Source: an optimization exercise on an open RTL-to-GDS flow (aim: small area, a short achievable clock period and few clock cycles). Production flows keep margins and buffers that such runs may drop.
In this exercise RTL edits were held to simulation tests only and were not proved equivalent to the original.

<file path="flow/design.v">
package rast_pkg;
    localparam int SIGFIG = 16;
    localparam int RADIX  = 4;
    localparam int COLOR_BITS = 8;
    localparam int NUM_COLORS = 3;    
    typedef logic signed [SIGFIG-1:0] coord_t;
    typedef logic [COLOR_BITS-1:0] color_t;
    typedef logic signed [2*SIGFIG-1:0] edge_t;
    typedef logic [1:0] sub_code_t;
endpackage
`timescale 1ns/10ps
module bbox_setup #(
    parameter int COLORS = rast_pkg::NUM_COLORS
) (
    input  logic                         clk,
    input  logic                         arst_n,
    input  logic                         tri_valid,
    input  logic [3*rast_pkg::SIGFIG-1:0]      tri_x,
    input  logic [3*rast_pkg::SIGFIG-1:0]      tri_y,
    input  logic [COLORS*rast_pkg::COLOR_BITS-1:0] tri_color,
    input  rast_pkg::coord_t             screen_w,
    input  rast_pkg::coord_t             screen_h,
    input  rast_pkg::sub_code_t          sub_sample,
    input  logic                         iter_ready,
    output logic                         halt,
    output logic                         box_valid,
    output rast_pkg::coord_t             box_x_min,
    output rast_pkg::coord_t             box_x_max,
    output rast_pkg::coord_t             box_y_min,
    output rast_pkg::coord_t             box_y_max,
    output logic [3*rast_pkg::SIGFIG-1:0]      box_tri_x,
    output logic [3*rast_pkg::SIGFIG-1:0]      box_tri_y,
    output logic [COLORS*rast_pkg::COLOR_BITS-1:0] box_color
);
    rast_pkg::coord_t step;
    rast_pkg::coord_t snap_mask;
    rast_pkg::coord_t tx0, tx1, tx2, ty0, ty1, ty2;
    rast_pkg::coord_t x_lo, x_hi, y_lo, y_hi;          
    rast_pkg::coord_t x_lo01, x_hi01, y_lo01, y_hi01;
    rast_pkg::coord_t x_min_c, x_max_c;
    rast_pkg::coord_t y_min_c, y_max_c;
    rast_pkg::coord_t x_min_s, x_max_s;
    rast_pkg::coord_t y_min_s, y_max_s;
    rast_pkg::coord_t scr_w_snap, scr_h_snap;
    logic   culled;
    logic   take;
    assign step      = rast_pkg::coord_t'(1 << (rast_pkg::RADIX - sub_sample));
    assign snap_mask = ~(step - rast_pkg::coord_t'(1));    
    assign tx0 = tri_x[0*rast_pkg::SIGFIG +: rast_pkg::SIGFIG];
    assign tx1 = tri_x[1*rast_pkg::SIGFIG +: rast_pkg::SIGFIG];
    assign tx2 = tri_x[2*rast_pkg::SIGFIG +: rast_pkg::SIGFIG];
    assign ty0 = tri_y[0*rast_pkg::SIGFIG +: rast_pkg::SIGFIG];
    assign ty1 = tri_y[1*rast_pkg::SIGFIG +: rast_pkg::SIGFIG];
    assign ty2 = tri_y[2*rast_pkg::SIGFIG +: rast_pkg::SIGFIG];
    assign x_lo01 = (tx1 < tx0) ? tx1 : tx0;
    assign x_hi01 = (tx1 > tx0) ? tx1 : tx0;
    assign y_lo01 = (ty1 < ty0) ? ty1 : ty0;
    assign y_hi01 = (ty1 > ty0) ? ty1 : ty0;
    assign x_lo   = (tx2 < x_lo01) ? tx2 : x_lo01;
    assign x_hi   = (tx2 > x_hi01) ? tx2 : x_hi01;
    assign y_lo   = (ty2 < y_lo01) ? ty2 : y_lo01;
    assign y_hi   = (ty2 > y_hi01) ? ty2 : y_hi01;
    assign scr_w_snap = screen_w & snap_mask;
    assign scr_h_snap = screen_h & snap_mask;
    assign x_min_s = x_lo & snap_mask;
    assign x_max_s = x_hi & snap_mask;
    assign y_min_s = y_lo & snap_mask;
    assign y_max_s = y_hi & snap_mask;
    assign x_min_c = (x_min_s < 0) ? '0 : x_min_s;
    assign y_min_c = (y_min_s < 0) ? '0 : y_min_s;
    assign x_max_c = (x_max_s > scr_w_snap) ? scr_w_snap : x_max_s;
    assign y_max_c = (y_max_s > scr_h_snap) ? scr_h_snap : y_max_s;
    assign culled = (x_min_c > x_max_c) || (y_min_c > y_max_c);
    assign halt = box_valid && !iter_ready;
    assign take = tri_valid && !halt;
    always_ff @(posedge clk or negedge arst_n) begin
        if (!arst_n) begin
            box_valid <= 1'b0;
        end else if (!halt) begin
            box_valid <= take && !culled;
        end
    end
    always_ff @(posedge clk) begin
        if (take) begin
            box_x_min <= x_min_c;
            box_x_max <= x_max_c;
            box_y_min <= y_min_c;
            box_y_max <= y_max_c;
            box_tri_x <= tri_x;
            box_tri_y <= tri_y;
            box_color <= tri_color;
        end
    end
endmodule
`timescale 1ns/10ps
module sample_iterator #(
    parameter int COLORS = rast_pkg::NUM_COLORS
) (
    input  logic                         clk,
    input  logic                         arst_n,
    input  logic                         box_valid,
    input  rast_pkg::coord_t             box_x_min,
    input  rast_pkg::coord_t             box_x_max,
    input  rast_pkg::coord_t             box_y_min,
    input  rast_pkg::coord_t             box_y_max,
    input  logic [3*rast_pkg::SIGFIG-1:0]      box_tri_x,
    input  logic [3*rast_pkg::SIGFIG-1:0]      box_tri_y,
    input  logic [COLORS*rast_pkg::COLOR_BITS-1:0] box_color,
    input  rast_pkg::sub_code_t          sub_sample,
    output logic                         iter_ready,
    output logic                         samp_valid,
    output rast_pkg::coord_t             samp_x,
    output rast_pkg::coord_t             samp_y,
    output logic [3*rast_pkg::SIGFIG-1:0]      samp_tri_x,
    output logic [3*rast_pkg::SIGFIG-1:0]      samp_tri_y,
    output logic [COLORS*rast_pkg::COLOR_BITS-1:0] samp_color
);
    rast_pkg::coord_t step;
    rast_pkg::coord_t x_min_q;        
    rast_pkg::coord_t x_max_q;
    rast_pkg::coord_t y_min_q;
    rast_pkg::coord_t y_max_q;
    logic   row_end;
    logic   last;
    logic   load;
    assign step = rast_pkg::coord_t'(1 << (rast_pkg::RADIX - sub_sample));
    assign row_end = samp_x >= x_max_q;
    assign last    = samp_valid && row_end && (samp_y >= y_max_q);
    assign iter_ready = !samp_valid || last;
    assign load       = box_valid && iter_ready;
    always_ff @(posedge clk or negedge arst_n) begin
        if (!arst_n) begin
            samp_valid <= 1'b0;
        end else if (load) begin
            samp_valid <= 1'b1;
        end else if (last) begin
            samp_valid <= 1'b0;
        end
    end
    always_ff @(posedge clk) begin
        if (load) begin
            x_min_q    <= box_x_min;
            x_max_q    <= box_x_max;
            y_min_q    <= box_y_min;
            y_max_q    <= box_y_max;
            samp_x     <= box_x_min;    
            samp_y     <= box_y_min;
            samp_tri_x <= box_tri_x;
            samp_tri_y <= box_tri_y;
            samp_color <= box_color;
        end else if (samp_valid) begin
            if (row_end) begin
                samp_x <= x_min_q;
                samp_y <= samp_y + step;
            end else begin
                samp_x <= samp_x + step;
            end
        end
    end
endmodule
`timescale 1ns/10ps
module edge_test #(
    parameter int COLORS = rast_pkg::NUM_COLORS
) (
    input  logic                         clk,
    input  logic                         arst_n,
    input  logic                         samp_valid,
    input  rast_pkg::coord_t             samp_x,
    input  rast_pkg::coord_t             samp_y,
    input  logic [3*rast_pkg::SIGFIG-1:0]      samp_tri_x,
    input  logic [3*rast_pkg::SIGFIG-1:0]      samp_tri_y,
    input  logic [COLORS*rast_pkg::COLOR_BITS-1:0] samp_color,
    output logic                         hit_valid,
    output rast_pkg::coord_t             hit_x,
    output rast_pkg::coord_t             hit_y,
    output logic [COLORS*rast_pkg::COLOR_BITS-1:0] hit_color
);
    logic   s1_valid;
    rast_pkg::coord_t s1_x;
    rast_pkg::coord_t s1_y;
    rast_pkg::coord_t s1_dx0, s1_dx1, s1_dx2;       
    rast_pkg::coord_t s1_dy0, s1_dy1, s1_dy2;
    logic [COLORS*rast_pkg::COLOR_BITS-1:0] s1_color;
    rast_pkg::edge_t  edge0, edge1, edge2;
    logic   is_hit;
    always_ff @(posedge clk or negedge arst_n) begin
        if (!arst_n) begin
            s1_valid  <= 1'b0;
            hit_valid <= 1'b0;
        end else begin
            s1_valid  <= samp_valid;
            hit_valid <= s1_valid && is_hit;    
        end
    end
    always_ff @(posedge clk) begin
        if (samp_valid) begin
            s1_x     <= samp_x;
            s1_y     <= samp_y;
            s1_color <= samp_color;
            s1_dx0   <= rast_pkg::coord_t'(samp_tri_x[0*rast_pkg::SIGFIG +: rast_pkg::SIGFIG]) - samp_x;
            s1_dx1   <= rast_pkg::coord_t'(samp_tri_x[1*rast_pkg::SIGFIG +: rast_pkg::SIGFIG]) - samp_x;
            s1_dx2   <= rast_pkg::coord_t'(samp_tri_x[2*rast_pkg::SIGFIG +: rast_pkg::SIGFIG]) - samp_x;
            s1_dy0   <= rast_pkg::coord_t'(samp_tri_y[0*rast_pkg::SIGFIG +: rast_pkg::SIGFIG]) - samp_y;
            s1_dy1   <= rast_pkg::coord_t'(samp_tri_y[1*rast_pkg::SIGFIG +: rast_pkg::SIGFIG]) - samp_y;
            s1_dy2   <= rast_pkg::coord_t'(samp_tri_y[2*rast_pkg::SIGFIG +: rast_pkg::SIGFIG]) - samp_y;
        end
    end
    assign edge0 = rast_pkg::edge_t'(s1_dx0) * rast_pkg::edge_t'(s1_dy1) - rast_pkg::edge_t'(s1_dx1) * rast_pkg::edge_t'(s1_dy0);
    assign edge1 = rast_pkg::edge_t'(s1_dx1) * rast_pkg::edge_t'(s1_dy2) - rast_pkg::edge_t'(s1_dx2) * rast_pkg::edge_t'(s1_dy1);
    assign edge2 = rast_pkg::edge_t'(s1_dx2) * rast_pkg::edge_t'(s1_dy0) - rast_pkg::edge_t'(s1_dx0) * rast_pkg::edge_t'(s1_dy2);
    assign is_hit = (edge0 >= 0) && (edge1 > 0) && (edge2 >= 0);
    always_ff @(posedge clk) begin
        if (s1_valid) begin
            hit_x     <= s1_x;
            hit_y     <= s1_y;
            hit_color <= s1_color;
        end
    end
endmodule
`timescale 1ns/10ps
module rast_top (
    input  logic        clk,
    input  logic        arst_n,
    input  logic        tri_valid,
    input  logic [47:0] tri_x,
    input  logic [47:0] tri_y,
    input  logic [23:0] tri_color,
    input  logic [15:0] screen_w,
    input  logic [15:0] screen_h,
    input  logic [1:0]  sub_sample,
    output logic        halt,
    output logic        hit_valid,
    output logic [15:0] hit_x,
    output logic [15:0] hit_y,
    output logic [23:0] hit_color
);
    localparam int COLORS = rast_pkg::NUM_COLORS;
    logic   box_valid;
    logic   iter_ready;
    rast_pkg::coord_t box_x_min, box_x_max;
    rast_pkg::coord_t box_y_min, box_y_max;
    logic [3*rast_pkg::SIGFIG-1:0] box_tri_x;
    logic [3*rast_pkg::SIGFIG-1:0] box_tri_y;
    logic [COLORS*rast_pkg::COLOR_BITS-1:0] box_color;
    logic   samp_valid;
    rast_pkg::coord_t samp_x, samp_y;
    logic [3*rast_pkg::SIGFIG-1:0] samp_tri_x;
    logic [3*rast_pkg::SIGFIG-1:0] samp_tri_y;
    logic [COLORS*rast_pkg::COLOR_BITS-1:0] samp_color;
    bbox_setup #(.COLORS(COLORS)) u_bbox (
        .clk, .arst_n, .tri_valid, .tri_x, .tri_y, .tri_color,
        .screen_w(rast_pkg::coord_t'(screen_w)), .screen_h(rast_pkg::coord_t'(screen_h)),
        .sub_sample, .iter_ready, .halt, .box_valid,
        .box_x_min, .box_x_max, .box_y_min, .box_y_max,
        .box_tri_x, .box_tri_y, .box_color
    );
    sample_iterator #(.COLORS(COLORS)) u_iter (
        .clk, .arst_n, .box_valid, .box_x_min, .box_x_max, .box_y_min,
        .box_y_max, .box_tri_x, .box_tri_y, .box_color, .sub_sample,
        .iter_ready, .samp_valid, .samp_x, .samp_y,
        .samp_tri_x, .samp_tri_y, .samp_color
    );
    edge_test #(.COLORS(COLORS)) u_edge (
        .clk, .arst_n, .samp_valid, .samp_x, .samp_y, .samp_tri_x,
        .samp_tri_y, .samp_color, .hit_valid, .hit_x, .hit_y, .hit_color
    );
endmodule
</file>
<file path="flow/run.sh">
#!/bin/bash
# synth_recipe.tcl (not shown) runs the flow's synth.tcl, then flattens the netlist and writes it again
# the make line also repeats each setting of config.mk as NAME=value (left out here)
make -C /OpenROAD-flow-scripts/flow DESIGN_CONFIG=/design/flow/config.mk WORK_HOME=/design/flow/orfs CLKGATE_MAP_FILE= SYNTH_SCRIPT=/design/flow/synth_recipe.tcl finish
</file>
<file path="flow/config.mk">
export PLATFORM = sky130hd
export DESIGN_NAME = rast_top
export DESIGN_NICKNAME = rast_top
export VERILOG_FILES = /design/flow/design.v
export SDC_FILE = /design/flow/constraint.sdc
export NUM_CORES = 4
export LEC_CHECK = 0
export CAP_MARGIN = 20
export CORE_MARGIN = 2
export CORE_UTILIZATION = 40
export SLEW_MARGIN = 20
</file>
<file path="flow/constraint.sdc">
create_clock -name core_clock -period 9.0 [get_ports {clk}]
set_input_delay 1.8000 -clock core_clock [delete_from_list [all_inputs] [get_ports {clk}]]
set_output_delay 1.8000 -clock core_clock [all_outputs]
set_load 0.01 [all_outputs]
</file>
==> impl_metrics.ini <==
[run_status]
outcome = no timing/DRC/antenna violations

[sta]
hold_viol = 0
worst-slew-pin-transition_ps = 1130
final-setup-viol-count = 0
fin_crit_sh = 0.9665
slew-limit-headroom = 0.2467
timing_max_transition_violations_final = 0
fmax_mhz = 115.0
fin_hold_ws_ps = 401.4
fin_worst_skew_ps = 41.99
min_period_ps = 8698

[clock_tree]
post_cts_hold_buffer_count = 0
cts.sinks = 593
tritoncts = yes
cts_inserted_buffers = 53
h-tree-depth = 2
insertion_delay_ps = 650
path_clk_slew_ps = 70
cts_root_buf = clkbuf_16
max-clock-path-buffers = 3

[die]
fp.dieW_um = 470.9
initial_utilization = 0.4019
die-height_um = 470.9
core.rowCount = 171
boundaryPins = 215
placeableCoreArea_um2 = 217000
die-area_um2 = 221800

[critical_path]
worst_r2r_endpoint = u_edge.hit_valid
timing.critical_path.from_type = input port
worstPathArrival_ps = 9230
slowest_delay_ps = 490
critPathKind = input port to register
timing.critical_path.to_type = register
worst-endpoint-required_ps = 9530
rr_startpoint = u_edge.s1_dx1[15]
worst_path_most_repeated_cell = o21ai_1
ff2ff_setup_slack_ps = 350
timing.critical_path.max_delay_family = compound AO/OA/AOI/OAI gates
cp_num_buf_inv = 6
r2r.worst_path.cells = 27
timing.critical_path.to = u_bbox.box_valid
setup.worst_path.start = tri_y[10]
crit_slowest_cell = clkdlybuf4s50_1
crit_fanout = 6
timing.critical_path.depth = 43

[logic_synthesis]
syn-instance-count = 8189
synth_enable_flop_cells = 589
post_synth_num_cell_types = 79
synth-seq-cells = 593
dominantRegCellSynth = edfxtp_1
postSynthAreaPerCell_um2 = 10.65
synth_seq_area_share = 0.2040
synthesis.yosys.warnings = 3
proportion_of_synthesized_flip_flops_having_asynchronous_set_or_reset = 0.006745
post_synth_instance_area_um2 = 87200

[grt]
global_route.usage.total = 0.2256
grt_antenna_before_repair = 12
vias_in_the_first_global_route = 64640
grt_first_pass_wirelength_um = 384100
grt_overflow_total = 0
maximum_number_of_pins_on_one_net_before_global_route_repair = 158

[routing]
final_antenna_net_count = 0
dr.pass1.iters = 6
via_count = 58750
drt_wl_total_um = 244100
initialDrtViolationCount = 3798
average_via_count_per_standard_cell = 5.082
wl_per_cell_um = 21.12
drc = 0

[place]
dp_hpwl_um = 202300
place.gp.congestion = 0.9167
dpl_cell_area_um2 = 95880
numPortBuffers = 212

[job]
max_cap_violations = 0

[finish]
finish.net_count = 11320
final_area_um2 = 98580
layout-area-overhead-vs-synth_pct = 13.05
layout-drive-gt1-share = 0.08607

[worst_hold_path]
holdCritPathClass = register to register
==> worst min-delay path by stage <==
stage                          startpoint                    to  slack (ps)  cells after the start
finish               u_iter.samp_color[4]    u_edge.s1_color[4]         400                      0
global route          u_edge.s1_color[18]  u_edge.hit_color[18]         420                      0
CTS                  u_iter.samp_color[4]    u_edge.s1_color[4]         400                      0
detailed placement    u_edge.s1_color[18]  u_edge.hit_color[18]         400                      0
global placement    u_iter.samp_color[19]   u_edge.s1_color[19]         400                      0
floorplan              u_edge.s1_color[0]   u_edge.hit_color[0]         400                      0
==> layout make-up <==
class,instances,area (um2)
clock inverters,42,490.5
multi-input cells,5532,62170
repair buffers,721,6576
diodes,4,10.01
well taps,2854,3571
fillers,20430,118400
flip-flops and latches,593,17790
clock buffers,57,1363
inverters,1757,6603
==> cell usage after synthesis (all sizes together), types with 51 or more instances <==
cell    count  area share
a21o       74      0.0064
a21oi     157      0.0091
and2      645       0.046
clkbuf    305       0.013
edfxtp    589        0.20
fa       1739        0.40
ha        770        0.11
inv      1756       0.076
mux2i      98       0.011
nand2     943       0.041
nand3      51      0.0029
nor2      220      0.0095
nor2b      54      0.0039
o21ai     116      0.0069
xnor2     154       0.015
==> state kept, by name, indices dropped and copies added, names as in the netlist, 24 cells and up <==
name / cells
u_bbox.box_color: 24
u_bbox.box_tri_x: 48
u_bbox.box_tri_y: 48
u_edge.hit_color: 24
u_edge.s1_color: 24
u_iter.samp_color: 24
u_iter.samp_tri_x: 48
u_iter.samp_tri_y: 48
==> worst reg2reg max path, delay by kind of cell (launching register included) <==
family                   cells  cell delay, ps
adder cells (fa/ha/maj)      9            4540
AO/OA/AOI/OAI                4            1040
AND/OR/NAND/NOR              7            1510
flip-flops                   1             470
buffers and inverters        7             990
==> layer usage <==
metal  track usage  vias up  wire (um)
li1              -    26080          -
met1        0.3073    30450     104900
met2        0.3701     1835     113900
met3       0.03488      369      16080
met4       0.07108       10       9192
met5             0        -         61
==> cells in the final DEF, fill, tap and decap left out, types with 44 or more instances in the layout <==
cell,netlist,routed
a21o_1,74,74
a21oi_1,156,149
and2_1,645,644
buf_4,4,451
clkbuf_16,0,54
clkdlybuf4s50_1,0,209
edfxtp_1,589,589
fa_1,1739,1737
ha_1,770,759
inv_1,1756,1752
mux2_2,46,44
mux2i_1,98,84
nand2_1,943,943
nand3_1,51,51
nand4_1,47,47
nor2_1,220,216
nor2b_1,54,53
o21ai_0,113,96
xnor2_1,154,154
==> kinds of logic (layout without fill, tap and decap cells) <==
logic type,Yosys count,after routing,share of synthesized area
AOI/OAI and AO/OA,564,565,0.04292
and+or+nand+nor,2106,2106,0.1172
adders and majority gates,2509,2509,0.5097
muxes,144,144,0.01719
DFF,593,593,0.2040
other,2,26,0.00008612
xor gates and xnor gates,186,186,0.01868
buffers and inverters,2085,2577,0.09022
==> stage by stage <==
step	setup TNS, ps	instances	utilization	setup WS, ps
global placement	-1057	11440	0.4420	-1002
finish	0	11560	0.4544	301.8
floorplan	0	8209	-	35.22
global route	-18.69	11560	0.4543	-18.69
CTS	-31.49	11540	0.4509	-31.49
detailed placement	-1326	11440	0.4420	-1155
==> what timing repair did <==
item	4_1_cts	5_1_grt
gates cloned	0	1
setup endpoints to repair	2	2
resized for setup	16	113
buffers inserted	2	17
pin swaps	5	35
Testbench counts, summed over its fixed seeds: cycles 52,522.

-- separate check: timing with driven ports --
Ports are ideal in the flow. The routed layout listed here was re-timed in OpenROAD. Step 1: set_driving_cell puts a clkbuf_16 on clk and a buf_2 on each other input, an assumption about the parent block. Step 2, shift: input delay + t, output delay - t, t = (earliest + latest rising clock arrival at the registers) / 2. This alone moves slack from input paths to output paths. Three values: no drivers, after step 1, after step 2; two values: the first two.
t, ns: 0.697
setup slack, ns: 0.302 / 0.341 / -0.356
clock arrival spread, ns: 0.046 / 0.047
worst slew at a driven data input, ns: 0.08
pins driven straight from the clock port: 1
Met with ideal ports but missed after step 2: setup timing in this run. The setup slack of this run moves by +0.039 ns with the drivers and by -0.658 ns with both steps.
